Context: an optimization exercise on an open-source flow, tuned for small area, a short achievable clock period and few clock cycles. The choices shown serve that exercise and are no tape-out recipe.
Where RTL was checked, it was by simulation tests only, not by an equivalence proof against the original.
For run 3, only the layout was checked, not whether the RTL still works.

==> flow/design.v, too long to show whole: its modules and the start of the top module <==
// module mul_core: 2947 lines
// module mul_fa: 4 lines
// module mul_ha: 4 lines
// module fu_mul_pipe: 65 lines
module fu_mul_pipe #(
  parameter int XLEN  = 32,
  parameter int TAG_W = 4
) (
  input  logic             clk,
  input  logic             rst,
  input  logic             flush,
  input  logic             in_valid,
  output logic             in_ready,
  input  logic [1:0]       op,
  input  logic [XLEN-1:0]  a,
  input  logic [XLEN-1:0]  b,
  input  logic [TAG_W-1:0] tag,
  output logic             out_valid,
  input  logic             out_ready,
  output logic [XLEN-1:0]  res,
  output logic [TAG_W-1:0] out_tag,
  output logic             busy
);
  // ...
==> flow/run.sh <==
#!/bin/bash
# synth_recipe.tcl (not shown) runs the flow's synth.tcl, then flattens the netlist and writes it again
# the make line also repeats each setting of config.mk as NAME=value (left out here)
make -C /OpenROAD-flow-scripts/flow DESIGN_CONFIG=/design/flow/config.mk WORK_HOME=/design/flow/orfs CLKGATE_MAP_FILE= SYNTH_SCRIPT=/design/flow/synth_recipe.tcl finish
==> flow/config.mk <==
export PLATFORM = sky130hd
export DESIGN_NAME = fu_mul_pipe
export DESIGN_NICKNAME = fu_mul_pipe
export VERILOG_FILES = /design/flow/design.v
export SDC_FILE = /design/flow/constraint.sdc
export NUM_CORES = 4
export LEC_CHECK = 0
export CAP_MARGIN = 20
export CORE_MARGIN = 2
export CORE_UTILIZATION = 50
export SETUP_SLACK_MARGIN = 4.6
export SLEW_MARGIN = 20
export SYNTH_HIERARCHICAL = 1
export SYNTH_MINIMUM_KEEP_SIZE = 0
==> flow/constraint.sdc <==
create_clock -name core_clock -period 9.0 [get_ports {clk}]
set_input_delay 1.8000 -clock core_clock [delete_from_list [all_inputs] [get_ports {clk}]]
set_output_delay 1.8000 -clock core_clock [all_outputs]
set_load 0.01 [all_outputs]
==> results_dict.tcl, run 1 <==
set metrics [dict create \
    status "complete, no violations" \
    finalNonFillerCells 3780 \
    grtUsageMet3_pct 9.56 \
    skew_ns 0.0288 \
    cts_resized 5 \
    design.seq.count 270 \
    crit_chain "clkdlybuf4s50_1 -> nor2_1 -> buf_2" \
    design_area_um2 36500 \
    core_area_um2 67000 \
    rows 95 \
    synth_xor_area_share_pct 16.5 \
    multi_input_area_share_pct 65.7 \
    synth_common_cells "xnor2_1 (605), a22oi_1 (512), fa_1 (487)" \
    synth_edf_count 267 \
    period_share_pct 48.1 \
    nWellTaps 873 \
    grt_pass1_wl_um 172000 \
    rsz0062_at_grt "false" \
    vias 25800 \
    cp-startpoint "flush" \
    critPathKind "in2out" \
    synth_top_family_by_area "adder cells" \
    cp.arrival_ns 2.52 \
    buffer_area_share_pct 5.04 \
    finalSetupTns_ns 0 \
    die_y_um 264 \
    holdPathStages 0 \
    synth_warnings 9 \
    dr.pass1.iters 7 \
    ios 114 \
]
Testbench counts, summed over its fixed seeds: cycles 12,241.
==> inputs of run 2 (changes only) <==
--- a/flow/config.mk
+++ b/flow/config.mk
@@ -8,7 +8,7 @@
 export CAP_MARGIN = 20
 export CORE_MARGIN = 2
 export CORE_UTILIZATION = 50
-export SETUP_SLACK_MARGIN = 4.6
+export SETUP_SLACK_MARGIN = 5.0
 export SLEW_MARGIN = 20
 export SYNTH_HIERARCHICAL = 1
 export SYNTH_MINIMUM_KEEP_SIZE = 0
==> run 2 against run 1 <==
Effect of this change:
- critical path depth increased by 1
- fmax increased by 5.7%
- die area unchanged
- non-clock buffer count increased by 6
- highest routed layer unchanged
- critical path type unchanged
- largest cell class unchanged
==> results_dict.tcl, run 2 <==
set metrics [dict create \
    status "complete, no violations" \
    finalSetupTns_ns 0 \
    period_share_pct 45.5 \
    layout_commonest_cell "xnor2_1" \
    grt_pass1_vias 27500 \
    pre_cts_slack_ns 4.02 \
    synth_common_cells "xnor2_1 (605), a22oi_1 (512), fa_1 (487)" \
    first_iter_violations 3067 \
    cp_num_buf_inv 2 \
    final-setup-viol-count 0 \
    layout_common_cells "xnor2_1 (601), a22oi_1 (493), fa_1 (481)" \
    antenna_found_initial 1 \
    ys.flop_type "edfxtp_1" \
    yosys.area.top_type "fa_1" \
    cts-root-buf "clkbuf_16" \
    yosysTopAreaCellShare_pct 28.8 \
    fin_ws_ns 4.91 \
    fmax_mhz 244 \
    tightestPinTransition_ns 0.836 \
    slew_violations 0 \
    finalHoldViolCount 0 \
    synth_area_um2 33800 \
    holdBufCountCts 0 \
    cpPeakStageDelay_ns 0.22 \
    cp_slowest_cell "and2b_2" \
    grt-ovfl-total 0 \
    holdCritPathClass "reg2reg" \
    die_area_um2 69800 \
    ff2ff_setup_slack_ns 5.02 \
    gp_congestion 0.915 \
    grt_pass1_wl_um 174000 \
    required_ns 7.20 \
    cpLargestDelayFamily "simple AND/OR/NAND/NOR gates" \
    synth_warnings 9 \
    grt_max_degree 97 \
    synth_edf_count 267 \
    endpoint "in_ready" \
    vias 25700 \
    drc_errors 0 \
    design_area_um2 37500 \
    vias_per_cell 6.80 \
    cts_tree "done" \
    ios 114 \
    async_flop_share_pct 1.11 \
    wl_per_cell_um 30.9 \
    synth_cell_types 64 \
    synth_area_per_cell_um2 11.3 \
    largest_registers "u_core.t5_q x138, u_core.d_q x50, u_core.a_q x33" \
    antenna_cells 0 \
    yosysSeqAreaShare_pct 23.9 \
    rr_startpoint "u_core.t5_q[85]" \
    crit_chain "buf_6 -> and2b_2 -> nor2_1 -> buf_2" \
    synth_fp_nets 3685 \
    skew_ns 0.0192 \
    r2r-end "res_q[31]" \
    clock-sinks 270 \
    area_delta_synth_final_pct 10.8 \
    port_buffers 113 \
    max_slew_margin_pct 43.9 \
    dp_hpwl_um 70100 \
    rr_worst_depth 11 \
    rows 95 \
    largest_reg_flops 138 \
    startpoint_type "primary input" \
    clk_pin_slew_ns 0.06 \
    core_area_um2 67000 \
    synth_area_leaders "fa_1 (29%), edfxtp_1 (24%), xnor2_1 (16%)" \
    syn_inst 2995 \
    dr.pass1.iters 7 \
    yosysMostFrequentCell "xnor2_1" \
    nNetsFinal 3575 \
    cts.path.max_buffers 3 \
    cts_max_level 2 \
    cp.depth 4 \
    critPathKind "in2out" \
    start_util_pct 50.5 \
    die_y_um 264 \
    cts_inserted_buffers 35 \
    rsz0062_at_grt "true" \
    endpoint_kind "output port" \
    max_cap_viol_count 0 \
    layout-drive-gt1-share_pct 8.55 \
    dpl_cell_area_um2 35300 \
    yosys_register_bits 270 \
    die_w_um 264 \
    routed_wl_um 117000 \
    regMostFlops "u_core.t5_q" \
    antenna_left 0 \
    cp-startpoint "out_ready" \
    grt.total_usage_pct 33.5 \
    cp.arrival_ns 2.29 \
    clock_latency_ns 0.57 \
    final.min_clock_period_ns 4.09 \
    crit_fanout 2 \
]
-- run 2: cell counts after synthesis --
No cell type changed its count.
-- run 2: worst min path at each step --
stage	start	to	slack, ns	depth (start not counted)
global route	tag_q[0][0]	tag_q[1][0]	0.42	0
CTS	tag_q[0][0]	tag_q[1][0]	0.42	0
floorplan	hi_q[0]	hi_q[1]	0.40	0
global placement	tag_q[0][2]	tag_q[1][2]	0.40	0
finish	tag_q[0][1]	tag_q[1][1]	0.42	0
detailed placement	tag_q[0][0]	tag_q[1][0]	0.41	0
-- run 2: what timing repair did --
item / 4_1_cts / 5_1_grt
hold endpoints to repair: 0 / 0
setup buffers: 6 / 5
pin swaps: 3 / 12
gates resized for setup: 79 / 204
setup endpoints to repair: 152 / 123
cloned: 0 / 1
-- run 2: stage by stage --
stage | std cells | util [%] | hold WS, ns
after floorplan | 2995 | - | 0.400
after global placement | 3709 | 52.7 | 0.402
after detailed placement | 3709 | 52.7 | 0.408
after CTS | 3778 | 54.9 | 0.422
after global routing | 3784 | 55.9 | 0.422
final | 3784 | 55.9 | 0.420
-- run 2: final cells by class --
type	count	area, µm²
Sequential cell	270	8090
Fill cell	5701	29600
Clock buffer	44	940
Tap cell	873	1090
Inverter	86	327
Clock inverter	19	248
Multi-Input combinational cell	2280	24200
Timing Repair Buffer	211	2580
Timing Repair inverter	1	5.00
-- run 2: routing by layer --
layer	vias to the layer above	wire, µm	GRT usage, %
li1	10200	-	-
met1	13100	45000	44.5
met2	1976	51700	50.5
met3	432	14600	9.71
met4	2	5730	16.1
met5	-	54	0
-- run 2: cell families (layout without fill, tap and decap cells) --
group,Yosys count,after routing,synth area share (%)
AO/OA/AOI/OAI,735,735,15.5
XOR/XNOR,638,638,16.5
adder cells (fa/ha/maj),615,615,33.5
buffers and inverters,445,361,5.17
flip-flops,270,270,23.9
AND/OR/NAND/NOR,259,259,3.89
multiplexers,33,33,1.43
-- run 2: per-module statistics from Yosys (local to each module, per instance) --
module	cells	flops+latches	area, µm²	times used
mul_core	2364	221	21500	1
fu_mul_pipe	105	49	2130	1
mul_fa	1	0	20.0	487
mul_ha	1	0	12.5	39
==> module fu_mul_pipe, before the edit <==
module fu_mul_pipe #(
  parameter int XLEN  = 32,
  parameter int TAG_W = 4
) (
  input  logic             clk,
  input  logic             rst,
  input  logic             flush,
  input  logic             in_valid,
  output logic             in_ready,
  input  logic [1:0]       op,
  input  logic [XLEN-1:0]  a,
  input  logic [XLEN-1:0]  b,
  input  logic [TAG_W-1:0] tag,
  output logic             out_valid,
  input  logic             out_ready,
  output logic [XLEN-1:0]  res,
  output logic [TAG_W-1:0] out_tag,
  output logic             busy
);
  localparam int NS = 2;
  logic               stall, en;
  logic [NS-1:0]      v_q, hi_q;
  logic [TAG_W-1:0]   tag_q [NS];
  logic [2*XLEN-1:0]  prod;
  logic               out_valid_q;
  logic [XLEN-1:0]    res_q;
  logic [TAG_W-1:0]   out_tag_q;
  assign stall    = out_valid_q & ~out_ready;
  assign en       = ~stall;
  assign in_ready = ~stall & ~flush;
  always_ff @(posedge clk or posedge rst)
    if (rst) begin
      v_q         <= '0;
      out_valid_q <= 1'b0;
    end else if (flush) begin
      v_q         <= '0;
      out_valid_q <= 1'b0;
    end else if (en) begin
      v_q[0]      <= in_valid;
      for (int i = 1; i < NS; i++) v_q[i] <= v_q[i-1];
      out_valid_q <= v_q[NS-1];
    end
  always_ff @(posedge clk)
    if (en) begin
      hi_q[0]  <= fu_mul_pkg::op_hi(op);
      tag_q[0] <= tag;
      for (int i = 1; i < NS; i++) begin
        hi_q[i]  <= hi_q[i-1];
        tag_q[i] <= tag_q[i-1];
      end
      res_q     <= hi_q[NS-1] ? prod[2*XLEN-1:XLEN] : prod[XLEN-1:0];
      out_tag_q <= tag_q[NS-1];
    end
  mul_core u_core (
    .clk  (clk),
    .en_i (en),
    .a_i  ({fu_mul_pkg::op_a_signed(op) & a[XLEN-1], a}),
    .b_i  ({fu_mul_pkg::op_b_signed(op) & b[XLEN-1], b}),
    .p_o  (prod)
  );
  assign out_valid = out_valid_q;
  assign res       = res_q;
  assign out_tag   = out_tag_q;
  assign busy      = |v_q | out_valid_q;
endmodule
==> inputs of run 3 (changes only) <==
--- a/flow/design.v
+++ b/flow/design.v
@@ -2990,22 +2990,26 @@
   logic [TAG_W-1:0]   tag_q [NS];
   logic [2*XLEN-1:0]  prod;
   logic               out_valid_q;
+  logic               out_nvalid_q;       
   logic [XLEN-1:0]    res_q;
   logic [TAG_W-1:0]   out_tag_q;
   assign stall    = out_valid_q & ~out_ready;
   assign en       = ~stall;
-  assign in_ready = ~stall & ~flush;
+  assign in_ready = (out_nvalid_q | out_ready) & ~flush;
   always_ff @(posedge clk or posedge rst)
     if (rst) begin
-      v_q         <= '0;
-      out_valid_q <= 1'b0;
+      v_q          <= '0;
+      out_valid_q  <= 1'b0;
+      out_nvalid_q <= 1'b1;
     end else if (flush) begin
-      v_q         <= '0;
-      out_valid_q <= 1'b0;
+      v_q          <= '0;
+      out_valid_q  <= 1'b0;
+      out_nvalid_q <= 1'b1;
     end else if (en) begin
-      v_q[0]      <= in_valid;
+      v_q[0]       <= in_valid;
       for (int i = 1; i < NS; i++) v_q[i] <= v_q[i-1];
-      out_valid_q <= v_q[NS-1];
+      out_valid_q  <= v_q[NS-1];
+      out_nvalid_q <= ~v_q[NS-1];
     end
   always_ff @(posedge clk)
     if (en) begin
--- a/flow/config.mk
+++ b/flow/config.mk
@@ -7,7 +7,7 @@
 export LEC_CHECK = 0
 export CAP_MARGIN = 20
 export CORE_MARGIN = 2
-export CORE_UTILIZATION = 50
+export CORE_UTILIZATION = 60
 export SETUP_SLACK_MARGIN = 5.0
 export SLEW_MARGIN = 20
 export SYNTH_HIERARCHICAL = 1
==> run 3 against run 2 <==
Effect of this change:
- clock-buffer cell count down 7
- flip-flop and latch count up 1
- hold slack worse by 0.0024 ns
- highest routed layer unchanged
==> results_dict.tcl, run 3 <==
set metrics [dict create \
    fin_ws_ns 5.01 \
    antenna_found_initial 3 \
    synth_top_family_by_area "adder cells" \
    synth_fp_nets 3689 \
    holdBufCountCts 0 \
    ys.flop_type "edfxtp_1" \
    clk_pin_slew_ns 0.06 \
    cts.path.max_buffers 3 \
    finalSetupTns_ns 0 \
    layout_commonest_cell "xnor2_1" \
    routed_wl_um 113000 \
    cts_tree "done" \
    rsz0062_at_grt "true" \
    grt_pass1_vias 27600 \
    crit_fanout 33 \
    synth_area_um2 33900 \
    yosys_register_bits 271 \
    cts_inserted_buffers 36 \
    rr_worst_depth 8 \
    synth_warnings 9 \
    synthMuxAreaShare_pct 1.50 \
    synth_common_cells "xnor2_1 (605), a22oi_1 (512), fa_1 (487)" \
    cts_max_level 2 \
    holdPathStages 0 \
    dp_hpwl_um 69000 \
    dr.pass1.iters 7 \
    vias_per_cell 7.01 \
    nNetsFinal 3572 \
    largest_registers "u_core.t5_q x138, u_core.d_q x50, u_core.a_q x33" \
    gp_congestion 0.924 \
    cp.arrival_ns 4.28 \
    antenna_left 0 \
    regMostFlops "u_core.t5_q" \
    cpPeakStageDelay_ns 0.54 \
    die_area_um2 58400 \
    r2r-end "u_core.t5_q[91]" \
    rr_startpoint "u_core.d_q[19]" \
    max_slew_margin_pct 34.8 \
    synth_cell_types 67 \
    grt.total_usage_pct 38.5 \
    tightestPinTransition_ns 0.978 \
    ff2ff_setup_slack_ns 5.01 \
    largest_reg_flops 138 \
    async_flop_share_pct 1.48 \
    antenna_cells 0 \
    cp-startpoint "u_core.d_q[19]" \
    vias 25700 \
    final-setup-viol-count 0 \
    layout-drive-gt1-share_pct 8.01 \
    finalHoldViolCount 0 \
    critPathKind "reg2reg" \
    wl_per_cell_um 30.9 \
    holdCritPathClass "reg2reg" \
    final.min_clock_period_ns 3.99 \
    synth_edf_count 267 \
    synthAdderAreaFrac_pct 33.5 \
    grt_pass1_wl_um 169000 \
    clock-sinks 271 \
    period_share_pct 44.3 \
    syn_inst 2999 \
    status "complete, no violations" \
    cp_slowest_cell "fa_2" \
    synth_xor_area_share_pct 16.5 \
    synth_area_leaders "fa_1 (29%), edfxtp_1 (24%), xnor2_1 (16%)" \
    drc_errors 0 \
    yosysTopAreaCellShare_pct 28.8 \
    grt-ovfl-total 0 \
    grt_max_degree 92 \
    core_area_um2 56200 \
    skew_ns 0.0177 \
    rows 87 \
    fmax_mhz 251 \
    synth_area_per_cell_um2 11.3 \
    yosys.area.top_type "fa_1" \
    slew_violations 0 \
    yosysMostFrequentCell "xnor2_1" \
    die_y_um 242 \
    yosysSeqAreaShare_pct 23.9 \
    endpoint "u_core.t5_q[91]" \
    area_delta_synth_final_pct 9.43 \
    cts-root-buf "clkbuf_16" \
    endpoint_kind "register" \
    start_util_pct 60.4 \
    synth_compound_area_share_pct 15.5 \
    required_ns 9.29 \
    ios 114 \
    layout_common_cells "xnor2_1 (605), a22oi_1 (507), fa_1 (481)" \
    critPathMostFrequentCell "fa_1" \
    port_buffers 113 \
    pre_cts_slack_ns 4.21 \
    die_w_um 242 \
    startpoint_type "register" \
    synth-simple-area-share_pct 3.93 \
    max_cap_viol_count 0 \
    first_iter_violations 3930 \
    crit_chain "clkbuf_8 -> a22oi_1 -> xnor2_1 -> fa_1 -> fa_1 -> fa_1 -> fa_1 -> fa_2" \
    clock_latency_ns 0.57 \
]
[run 3: kinds of logic (layout without fill, tap and decap cells)]
| family | Yosys count | after routing |
|---|---|---|
| compound gates | 734 | 734 |
| xor+xnor | 638 | 638 |
| fa+ha+maj | 615 | 615 |
| buf+inv | 444 | 354 |
| flops | 271 | 271 |
| mux | 35 | 35 |
| simple gates | 262 | 262 |
[run 3: layer usage]
layer,vias up,track usage (%),share of wire [%]
met1,12800,50.6,37
li1,10200,-,-
met4,2,19.6,5.5
met5,-,0,0.011
met2,2160,56.8,43
met3,506,13.5,14
[run 3: area by class of cell]
| cell class | count | area [µm²] |
|---|---|---|
| Inverter | 84 | 315 |
| Clock inverter | 28 | 298 |
| Fill cell | 4334 | 19100 |
| Sequential cell | 271 | 8120 |
| Tap cell | 756 | 946 |
| Multi-Input combinational cell | 2284 | 24200 |
| Clock buffer | 37 | 905 |
| Timing Repair Buffer | 205 | 2330 |
[run 3: metrics by stage]
stage,instance area [µm²],hold WS [ns],instances,util [%]
final,37100,0.418,3665,66.0
after global placement,35200,0.403,3595,62.7
after global routing,37100,0.422,3665,66.0
after CTS,36600,0.419,3663,65.2
after floorplan,33900,0.400,2999,-
after detailed placement,35200,0.405,3595,62.7
[run 3: modules after synthesis (local to each module, per instance)]
module / times used / area [µm²] / cells
fu_mul_pipe: 1 / 2190 / 109
mul_core: 1 / 21500 / 2364
mul_fa: 487 / 20.0 / 1
mul_ha: 39 / 12.5 / 1
[run 3: critical path: cells and delay by family (launching register included)]
family / cells / cell delay [ns]
buffers and inverters: 1 / 0.27
adder cells (fa/ha/maj): 5 / 2.46
flip-flops: 1 / 0.37
AO/OA/AOI/OAI: 1 / 0.33
XOR/XNOR: 1 / 0.23
[run 3: worst min-delay path by stage]
| stage | from | end | slack [ns] |
|---|---|---|---|
| 6_report | tag_q[0][3] | tag_q[1][3] | 0.42 |
| 5_1_grt | tag_q[0][3] | tag_q[1][3] | 0.42 |
| 4_1_cts | tag_q[0][3] | tag_q[1][3] | 0.42 |
| 3_5_place_dp | hi_q[0] | hi_q[1] | 0.41 |
| 3_3_place_gp | tag_q[0][3] | tag_q[1][3] | 0.40 |
| 2_1_floorplan | hi_q[0] | hi_q[1] | 0.40 |
[run 3: repair_timing]
action	CTS	global route
gates cloned	0	1
hold endpoints to repair	0	0
gates resized for setup	55	151
setup buffers	3	1
setup endpoints to repair	89	68
pin swaps	2	11

static timing again, ports no longer ideal:
No port has a modelled driver above. Below, the same layouts with a new extraction and two added sets of constraints.
Step 1 (the two cells are an assumption about what drives the block):
set clk [get_ports {clk}]
set_driving_cell -lib_cell sky130_fd_sc_hd__clkbuf_16 $clk
set_driving_cell -lib_cell sky130_fd_sc_hd__buf_2 [delete_from_list [all_inputs] $clk]
Step 2 also shifts input and output timing later by t, the mid clock arrival at the registers, as if the neighbouring blocks saw the same clock.
a / b / c = no drivers / after step 1 / after step 2; a / b = the first two.
| run | t (ns) | setup slack, ns | latest minus earliest clock arrival (ns) | worst register clock-pin slew, ns | worst slew at a driven data input, ns |
|---|---|---|---|---|---|
| run 1 | 0.631 | 4.675 / 4.651 / 4.651 | 0.031 / 0.031 | 0.06 / 0.06 | 0.06 |
| run 2 | 0.634 | 4.907 / 4.867 / 4.746 | 0.020 / 0.020 | 0.07 / 0.07 | 0.06 |
| run 3 | 0.629 | 5.009 / 5.003 / 4.833 | 0.018 / 0.018 | 0.07 / 0.07 | 0.11 |
After both steps setup and hold are still met in every run listed. The setup slack of run 3, which loses most, moves by -0.006 ns with the drivers and by -0.176 ns with both steps.
